What follows belongs to an exercise in optimizing a design on an open flow for small area, a short achievable clock period and few clock cycles per item; a production flow would make more cautious choices.
RTL that was checked went through simulation tests only; none was proved equivalent to the original.

== red ==
Design julian_day_converter, start of the top module:
module julian_day_converter (
  input  logic                         clk,
  input  logic                         rst_n,
  input  logic                         in_tvalid,
  output logic                         in_tready,
  input  logic [jdc_pkg::TDATA_W-1:0]  in_tdata,
  input  logic                         in_tuser,
  output logic                         out_tvalid,
  input  logic                         out_tready,
  output logic [jdc_pkg::TDATA_W-1:0]  out_tdata,
  output logic                         out_tuser
);
Size in the first run: about 1200 cells after synthesis, ~12000 sq um of cells after synthesis.
==> flow/config.mk <==
export PLATFORM = sky130hd
export DESIGN_NAME = julian_day_converter
export DESIGN_NICKNAME = julian_day_converter
export VERILOG_FILES = /design/flow/design.v
export SDC_FILE = /design/flow/constraint.sdc
export NUM_CORES = 4
export LEC_CHECK = 0
export CAP_MARGIN = 20
export CORE_MARGIN = 2
export CORE_UTILIZATION = 55
export SETUP_SLACK_MARGIN = 1.0
export SLEW_MARGIN = 20
==> flow/constraint.sdc <==
create_clock -name core_clock -period 6.0 [get_ports {clk}]
set_input_delay 1.2000 -clock core_clock [delete_from_list [all_inputs] [get_ports {clk}]]
set_output_delay 1.2000 -clock core_clock [all_outputs]
set_load 0.01 [all_outputs]
standard.sh (not shown) runs the stock make flow with config.mk's settings and CLKGATE_MAP_FILE= SYNTH_SCRIPT=/design/flow/synth_recipe.tcl, a recipe that flattens the netlist after the stock synthesis.
==> flow/flow/run.sh <==
#!/bin/bash
# Standard layout with two changes:
# - port buffers are buf_1 instead of the flow's default pick, a slow delay
#   cell; every port still gets its buffer;
# - after the standard synthesis, flow/invopt.py chooses the output polarity
#   of each full-adder cell (a full adder is self-dual) so that fewer
#   inverters are needed between adder cells. Registers, ports and all other
#   cells are left as the standard synthesis made them.
set -euo pipefail
cp standard.sh standard_sh.txt
export BUFFER_PORTS_ARGS="-buffer_cell sky130_fd_sc_hd__buf_1"
R=orfs/results/sky130hd/julian_day_converter/base
bash standard.sh synth > standard_synth.log 2>&1
cp $R/1_2_yosys.v yosys_netlist_standard.v
python3 flow/invopt.py yosys_netlist_standard.v $R/1_2_yosys.v > invopt.log 2>&1
touch $R/1_2_yosys.v
bash standard.sh > standard.log 2>&1
Other scripts of this flow, unchanged in this note and not shown: flow/flow/invopt.py
Testbench counts of red, summed over its fixed seeds: cycles 8,024, items 8,000.
--- input diff red..green ---
--- a/flow/design.v
+++ b/flow/design.v
@@ -70,16 +70,17 @@
 endmodule
 import jdc_pkg::*;
 module jdc_inv_est (
   input  logic [22:0] n,
   output logic [13:0] y_est,
   output logic        err
 );
   logic [16:0] sa, sb, p;
+  logic [8:0]  plo, phi0, phi1;
   assign err   = (n < JDN_FIRST) || (n > JDN_LAST);
   logic e_c0, e_c1, e_c2, e_c3, e_c4, e_c5, e_c6, e_c7;
   logic e_c8, e_c9, e_c10, e_c11, e_c12, e_c13, e_c14, e_c15;
   logic e_c16, e_c17, e_c18, e_c19, e_c20, e_c21, e_c22, e_c23;
   logic e_c24, e_c25, e_c26, e_c27, e_c28, e_c29, e_c30, e_c31;
   logic e_c32, e_c33, e_c34, e_c35, e_c36, e_c37, e_c38, e_c39;
   logic e_c40, e_c41, e_c42, e_c43, e_c44, e_c45, e_c46, e_c47;
   logic e_c48, e_c49, e_c50, e_c51, e_c52, e_c53, e_c54, e_c55;
@@ -206,17 +207,20 @@
   assign e_s56 = 1'b1 ^ e_c40 ^ e_s41;
   assign e_c56 = (1'b1 & e_c40) | (1'b1 & e_s41) | (e_c40 & e_s41);
   assign e_s57 = n[21] ^ e_c41;
   assign e_c57 = n[21] & e_c41;
   assign e_s58 = n[22] ^ 1'b1;
   assign e_c58 = n[22] & 1'b1;
   assign sa = {e_c57, e_c56, e_c55, e_c54, e_c53, e_c52, e_c51, e_c50, e_c49, e_c48, e_c47, e_c46, e_c45, e_c44, e_c43, e_c42, e_s27};
   assign sb = {e_s58, e_s57, e_s56, e_s55, e_s54, e_s53, e_s52, e_s51, e_s50, e_s49, e_s48, e_s47, e_s46, e_s45, e_s44, e_s43, e_s42};
-  assign p     = sa + sb;
+  assign plo   = {1'b0, sa[7:0]} + {1'b0, sb[7:0]};
+  assign phi0  = sa[16:8] + sb[16:8];
+  assign phi1  = sa[16:8] + sb[16:8] + 9'd1;
+  assign p     = {plo[8] ? phi1 : phi0, plo[7:0]};
   assign y_est = p[16:3];
 endmodule
 module jdc_inv_mon (
   input  logic [8:0]  doy,       
   output logic [3:0]  m          
 );
   always_comb begin
     if      (doy >= 9'd337) m = 4'd11;
### Flow results
Per the final summary, green finished and its layout is clean on timing, DRC and antenna. Changes observed in green relative to red: number of hold buffers added after cts did not really move; minimum period implied by the final worst setup slack went up 0.017 ns; share of the cycle needed by the critical path after routing +0.28 points. Going from red to green, height of the chip shrank by about 0.38%; horizontal die dimension shrank by about 0.38%; final net count shrank by 12; effective utilization at floorplan shrank by 0.26 points.
Function not checked in green: the RTL went through the layout flow alone.

---

julian_day_converter, a different RTL version from the one above (not shown whole).
Size: ~90 flip-flops.
==> module jdc_inv_dec, before the edit <==
module jdc_inv_dec (
  input  logic [3:0]  m,         
  input  logic [4:0]  doy_lo,    
  input  logic        corr,      
  input  logic [13:0] y_est,
  output logic [13:0] year,
  output logic [3:0]  month,
  output logic [4:0]  day
);
  logic [4:0] start;             
  logic       jf;
  assign start = (m == 4'd0)  ? 5'(9'd0)   :
                 (m == 4'd1)  ? 5'(9'd31)  :
                 (m == 4'd2)  ? 5'(9'd61)  :
                 (m == 4'd3)  ? 5'(9'd92)  :
                 (m == 4'd4)  ? 5'(9'd122) :
                 (m == 4'd5)  ? 5'(9'd153) :
                 (m == 4'd6)  ? 5'(9'd184) :
                 (m == 4'd7)  ? 5'(9'd214) :
                 (m == 4'd8)  ? 5'(9'd245) :
                 (m == 4'd9)  ? 5'(9'd275) :
                 (m == 4'd10) ? 5'(9'd306) : 5'(9'd337);
  assign jf    = (m >= 4'd10);
  assign month = jf ? (m - 4'd9) : (m + 4'd3);
  assign day   = 5'(doy_lo - start + 5'd1);
  assign year  = y_est + {12'd0, corr & jf, corr ^ jf};
endmodule
clock: 6.0 ns
lec_check: 0
cap_margin: 20
core_margin: 2
core_utilization: 40
slew_margin: 20
==> flow/flow/run.sh <==
#!/bin/bash
# Standard layout, with the port buffers made of buf_1 instead of the flow's
# default pick, which is a slow delay cell. Every port still gets a buffer.
set -e
cp standard.sh standard_sh.txt
export BUFFER_PORTS_ARGS="-buffer_cell sky130_fd_sc_hd__buf_1"
bash standard.sh > standard.log 2>&1
Testbench counts at the start, summed over its fixed seeds: cycles 8,024, items 8,000.
Rerun with:
--- a/flow/design.v
+++ b/flow/design.v
@@ -245,15 +245,20 @@
   logic [4:0] start;             
   logic       jf;
-  assign start = (m == 4'd0)  ? 5'(9'd0)   :
-                 (m == 4'd1)  ? 5'(9'd31)  :
-                 (m == 4'd2)  ? 5'(9'd61)  :
-                 (m == 4'd3)  ? 5'(9'd92)  :
-                 (m == 4'd4)  ? 5'(9'd122) :
-                 (m == 4'd5)  ? 5'(9'd153) :
-                 (m == 4'd6)  ? 5'(9'd184) :
-                 (m == 4'd7)  ? 5'(9'd214) :
-                 (m == 4'd8)  ? 5'(9'd245) :
-                 (m == 4'd9)  ? 5'(9'd275) :
-                 (m == 4'd10) ? 5'(9'd306) : 5'(9'd337);
+  always_comb begin
+    case (m)
+      4'd0:    start = 5'(9'd0);
+      4'd1:    start = 5'(9'd31);
+      4'd2:    start = 5'(9'd61);
+      4'd3:    start = 5'(9'd92);
+      4'd4:    start = 5'(9'd122);
+      4'd5:    start = 5'(9'd153);
+      4'd6:    start = 5'(9'd184);
+      4'd7:    start = 5'(9'd214);
+      4'd8:    start = 5'(9'd245);
+      4'd9:    start = 5'(9'd275);
+      4'd10:   start = 5'(9'd306);
+      default: start = 5'(9'd337);
+    endcase
+  end
   assign jf    = (m >= 4'd10);
   assign month = jf ? (m - 4'd9) : (m + 4'd3);
Cell area climbs by about 2.6%.
Worst setup slack got worse by 300 ps.
Synthesized area climbs by about 1.5%.
Non-clock buffer count climbs by 18.
Cell count climbs by 2.5%.
For the second run of this note, only the layout was checked, not whether the RTL still works.

---

RTL: one of the versions met above, not the one the previous note started from.
Size in the first run: roughly 1200 cells after synthesis, roughly 100 I/O pins.
==> flow/design.v (excerpt) <==
module julian_day_converter (
  input  logic                         clk,
  input  logic                         rst_n,
  input  logic                         in_tvalid,
  output logic                         in_tready,
  input  logic [jdc_pkg::TDATA_W-1:0]  in_tdata,
  input  logic                         in_tuser,
  output logic                         out_tvalid,
  input  logic                         out_tready,
  output logic [jdc_pkg::TDATA_W-1:0]  out_tdata,
  output logic                         out_tuser
);
Settings: LEC_CHECK=0, CAP_MARGIN=20, CORE_MARGIN=2, CORE_UTILIZATION=55, SETUP_SLACK_MARGIN=1.3, SLEW_MARGIN=20; clock period 6.0 ns.
==> flow/flow/run.sh <==
#!/bin/bash
# Standard layout with two changes:
# - port buffers are buf_1 instead of the flow's default pick, a slow delay
#   cell; every port still gets its buffer;
# - after the standard synthesis, flow/invopt.py chooses the output polarity
#   of each full-adder cell (a full adder is self-dual) so that fewer
#   inverters are needed between adder cells. Registers, ports and all other
#   cells are left as the standard synthesis made them.
set -euo pipefail
cp standard.sh standard_sh.txt
export BUFFER_PORTS_ARGS="-buffer_cell sky130_fd_sc_hd__buf_1"
R=orfs/results/sky130hd/julian_day_converter/base
bash standard.sh synth > standard_synth.log 2>&1
cp $R/1_2_yosys.v yosys_netlist_standard.v
python3 flow/invopt.py yosys_netlist_standard.v $R/1_2_yosys.v > invopt.log 2>&1
touch $R/1_2_yosys.v
bash standard.sh > standard.log 2>&1
Other scripts of this flow, unchanged in this note and not shown: flow/flow/invopt.py
Then changed:
--- a/flow/design.v
+++ b/flow/design.v
@@ -283,23 +283,25 @@
   logic        err0;
   logic [13:0] x1_r;      
   logic [9:0]  z1_r;      
   logic        op1_r, err1_r;
   logic [11:0] q;
   logic [15:0] cprod, ca, cb;
   logic [7:0]  cent;
   logic        r99, leap;
   logic [22:0] p, pa, pb;
+  logic [11:0] plo, phi0, phi1;
   logic [9:0]  p2_r;      
   logic [13:0] w2_r;      
   logic [7:0]  c2_r;
   logic        leap2_r, op2_r, err2_r;
   logic [22:0] g, ga, gb;
+  logic [11:0] glo, ghi0, ghi1;
   logic [9:0]  doy_c;
   logic        corr;
   logic [8:0]  doy;
   logic [3:0]  mon;
   logic [13:0] w3_r;      
   logic [9:0]  d3_r;      
   logic        op3_r, err3_r;
   logic [13:0] year_d;
   logic [3:0]  month_d;
@@ -560,19 +562,22 @@
   assign f_c70 = (f_s36 & f_c50) | (f_s36 & f_s51) | (f_c50 & f_s51);
   assign f_s71 = f_c36 ^ f_c51 ^ f_s52;
   assign f_c71 = (f_c36 & f_c51) | (f_c36 & f_s52) | (f_c51 & f_s52);
   assign f_s72 = x1_r[13] ^ f_c52 ^ f_s53;
   assign f_c72 = (x1_r[13] & f_c52) | (x1_r[13] & f_s53) | (f_c52 & f_s53);
   assign f_s73 = x1_r[11] ^ x1_r[13] ^ f_c53;
   assign f_c73 = (x1_r[11] & x1_r[13]) | (x1_r[11] & f_c53) | (x1_r[13] & f_c53);
   assign pa = {1'b0, x1_r[13], x1_r[12], f_c72, f_c71, f_c70, f_c69, f_c68, f_c67, f_c66, f_c65, f_c64, f_c63, f_c62, f_c61, f_c60, f_c59, f_c58, f_c57, f_c56, f_c55, f_c54, z1_r[0]};
   assign pb = {1'b0, 1'b0, f_c73, f_s73, f_s72, f_s71, f_s70, f_s69, f_s68, f_s67, f_s66, f_s65, f_s64, f_s63, f_s62, f_s61, f_s60, f_s59, f_s58, f_s57, f_s56, f_s55, f_s54};
-  assign p = pa + pb;
+  assign plo  = {1'b0, pa[10:0]} + {1'b0, pb[10:0]};
+  assign phi0 = pa[22:11] + pb[22:11];
+  assign phi1 = pa[22:11] + pb[22:11] + 12'd1;
+  assign p    = {plo[11] ? phi1 : phi0, plo[10:0]};
   always_ff @(posedge clk) begin
     if (en) begin
       p2_r    <= p[9:0];
       w2_r    <= op1_r ? x1_r : {1'b0, p[22:10]};
       c2_r    <= cent;
       leap2_r <= leap;
       op2_r   <= op1_r;
       err2_r  <= err1_r;
     end
@@ -605,19 +610,22 @@
   assign g_c10 = (c2_r[6] & g_c3) | (c2_r[6] & g_s4) | (g_c3 & g_s4);
   assign g_s11 = 1'b1 ^ g_c4 ^ g_s5;
   assign g_c11 = (1'b1 & g_c4) | (1'b1 & g_s5) | (g_c4 & g_s5);
   assign g_s12 = p2_r[6] ^ ~c2_r[6] ^ g_c5;
   assign g_c12 = (p2_r[6] & ~c2_r[6]) | (p2_r[6] & g_c5) | (~c2_r[6] & g_c5);
   assign g_s13 = p2_r[7] ^ ~c2_r[7];
   assign g_c13 = p2_r[7] & ~c2_r[7];
   assign ga = {w2_r[12], w2_r[11], w2_r[10], w2_r[9], w2_r[8], w2_r[7], w2_r[6], w2_r[5], w2_r[4], w2_r[3], w2_r[2], w2_r[1], w2_r[0], p2_r[9], p2_r[8], g_c12, g_c11, g_c10, g_c9, g_c8, g_c7, g_c6, g_s0};
   assign gb = {1'b0, 1'b0, 1'b1, 1'b1, 1'b0, 1'b1, 1'b0, 1'b0, 1'b1, 1'b0, 1'b0, 1'b0, 1'b0, 1'b1, g_c13, g_s13, g_s12, g_s11, g_s10, g_s9, g_s8, g_s7, g_s6};
-  assign g     = ga + gb;
+  assign glo   = {1'b0, ga[10:0]} + {1'b0, gb[10:0]};
+  assign ghi0  = ga[22:11] + gb[22:11];
+  assign ghi1  = ga[22:11] + gb[22:11] + 12'd1;
+  assign g     = {glo[11] ? ghi1 : ghi0, glo[10:0]};
   assign doy_c = ~g[9:0];
   assign corr  = leap2_r ? (doy_c >= 10'd366) : (doy_c >= 10'd365);
   assign doy   = corr ? 9'(doy_c - (leap2_r ? 10'd366 : 10'd365)) : doy_c[8:0];
   jdc_inv_mon u_mon (
     .doy (doy),
     .m   (mon)
   );
   always_ff @(posedge clk) begin
     if (en) begin
Core utilization increases by 1.6 points; final area rose by 5.8%; area after synthesis goes up by 2.5%; global-route usage is lower by 0.62 points; wire length climbs by 3.9%.
No run of this note included a check of the RTL's function; only the layout flow was run.

---

RTL: one of the versions met above, not the one the previous note started from.
Size in the first run: about 1300 cells after synthesis.
==> flow/config.mk <==
export PLATFORM = sky130hd
export DESIGN_NAME = julian_day_converter
export DESIGN_NICKNAME = julian_day_converter
export VERILOG_FILES = /design/flow/design.v
export SDC_FILE = /design/flow/constraint.sdc
export NUM_CORES = 4
export LEC_CHECK = 0
export CAP_MARGIN = 20
export CORE_MARGIN = 2
export CORE_UTILIZATION = 40
export SLEW_MARGIN = 20
==> flow/constraint.sdc <==
create_clock -name core_clock -period 6.0 [get_ports {clk}]
set_input_delay 1.2000 -clock core_clock [delete_from_list [all_inputs] [get_ports {clk}]]
set_output_delay 1.2000 -clock core_clock [all_outputs]
set_load 0.01 [all_outputs]
Scripts as last shown in full above: flow/flow/run.sh
Other scripts of this flow, unchanged in this note and not shown: flow/flow/invopt.py
Testbench counts at the start, summed over its fixed seeds: cycles 8,024, items 8,000.
Next try:
--- a/flow/design.v
+++ b/flow/design.v
@@ -241,23 +241,28 @@
   output logic [13:0] year,
   output logic [3:0]  month,
   output logic [4:0]  day
 );
   logic [4:0] start;             
   logic       jf;
-  assign start = (m == 4'd0)  ? 5'(9'd0)   :
-                 (m == 4'd1)  ? 5'(9'd31)  :
-                 (m == 4'd2)  ? 5'(9'd61)  :
-                 (m == 4'd3)  ? 5'(9'd92)  :
-                 (m == 4'd4)  ? 5'(9'd122) :
-                 (m == 4'd5)  ? 5'(9'd153) :
-                 (m == 4'd6)  ? 5'(9'd184) :
-                 (m == 4'd7)  ? 5'(9'd214) :
-                 (m == 4'd8)  ? 5'(9'd245) :
-                 (m == 4'd9)  ? 5'(9'd275) :
-                 (m == 4'd10) ? 5'(9'd306) : 5'(9'd337);
+  always_comb begin
+    case (m)
+      4'd0:    start = 5'(9'd0);
+      4'd1:    start = 5'(9'd31);
+      4'd2:    start = 5'(9'd61);
+      4'd3:    start = 5'(9'd92);
+      4'd4:    start = 5'(9'd122);
+      4'd5:    start = 5'(9'd153);
+      4'd6:    start = 5'(9'd184);
+      4'd7:    start = 5'(9'd214);
+      4'd8:    start = 5'(9'd245);
+      4'd9:    start = 5'(9'd275);
+      4'd10:   start = 5'(9'd306);
+      default: start = 5'(9'd337);
+    endcase
+  end
   assign jf    = (m >= 4'd10);
   assign month = jf ? (m - 4'd9) : (m + 4'd3);
   assign day   = 5'(doy_lo - start + 5'd1);
   assign year  = y_est + {12'd0, corr & jf, corr ^ jf};
 endmodule
 import jdc_pkg::*;
Sequential share of layout area rose by 0.27 points.
Fmax fell by 3.6%.
Critical path depth rose by 2.
Routed wire length rose by 1.6%.
Utilization fell by 0.12 points.
Worst setup slack loses 0.20 ns.
Area after synthesis rose by 1.7%.
Via count rose by 0.88%.
Flip-flop and latch count rose by 5.
For the second run of this note, only the layout was checked, not whether the RTL still works.

-- what the ideal ports hide --
No port has a modelled driver above. Below, the same layouts with a new extraction and two added sets of constraints. Step 1: set_driving_cell puts a clkbuf_16 on clk and a buf_2 on each other input, an assumption about the parent block. Step 2 adds t to the input delays and takes it off the output delays; t is the mean of the earliest and latest rising clock arrival at the registers after step 1. Input paths then give back, and output paths get back, about the clock's delay inside the block. a / b / c = ideal / step 1 / step 2; a / b = the first two.
run	t (ns)	slack for setup (ns)	clock arrival spread, ns	slew at the worst register clock pin (ns)	cell pins on the clock port's net
red	0.400	1.170 / 1.198 / 0.798	0.016 / 0.015	0.08 / 0.08	1
green	0.392	1.153 / 1.153 / 0.868	0.009 / 0.008	0.06 / 0.06	1
the first run of note 2	0.397	0.571 / 0.595 / 0.198	0.016 / 0.016	0.08 / 0.08	1
the second run of note 2	0.392	0.274 / 0.274 / 0.182	0.014 / 0.014	0.07 / 0.07	1
the first run of note 3	0.396	1.288 / 1.288 / 0.964	0.009 / 0.010	0.07 / 0.07	1
the second run of note 3	0.393	1.093 / 1.093 / 0.919	0.013 / 0.014	0.07 / 0.07	1
the first run of note 4	0.398	0.641 / 0.661 / 0.264	0.005 / 0.005	0.07 / 0.07	1
the second run of note 4	0.391	0.442 / 0.442 / 0.216	0.011 / 0.011	0.07 / 0.07	1
After both steps every run listed still meets setup and hold. For the first run of note 4, which loses most, drivers alone change the setup slack by +0.020 ns; drivers and shift together by -0.377 ns.
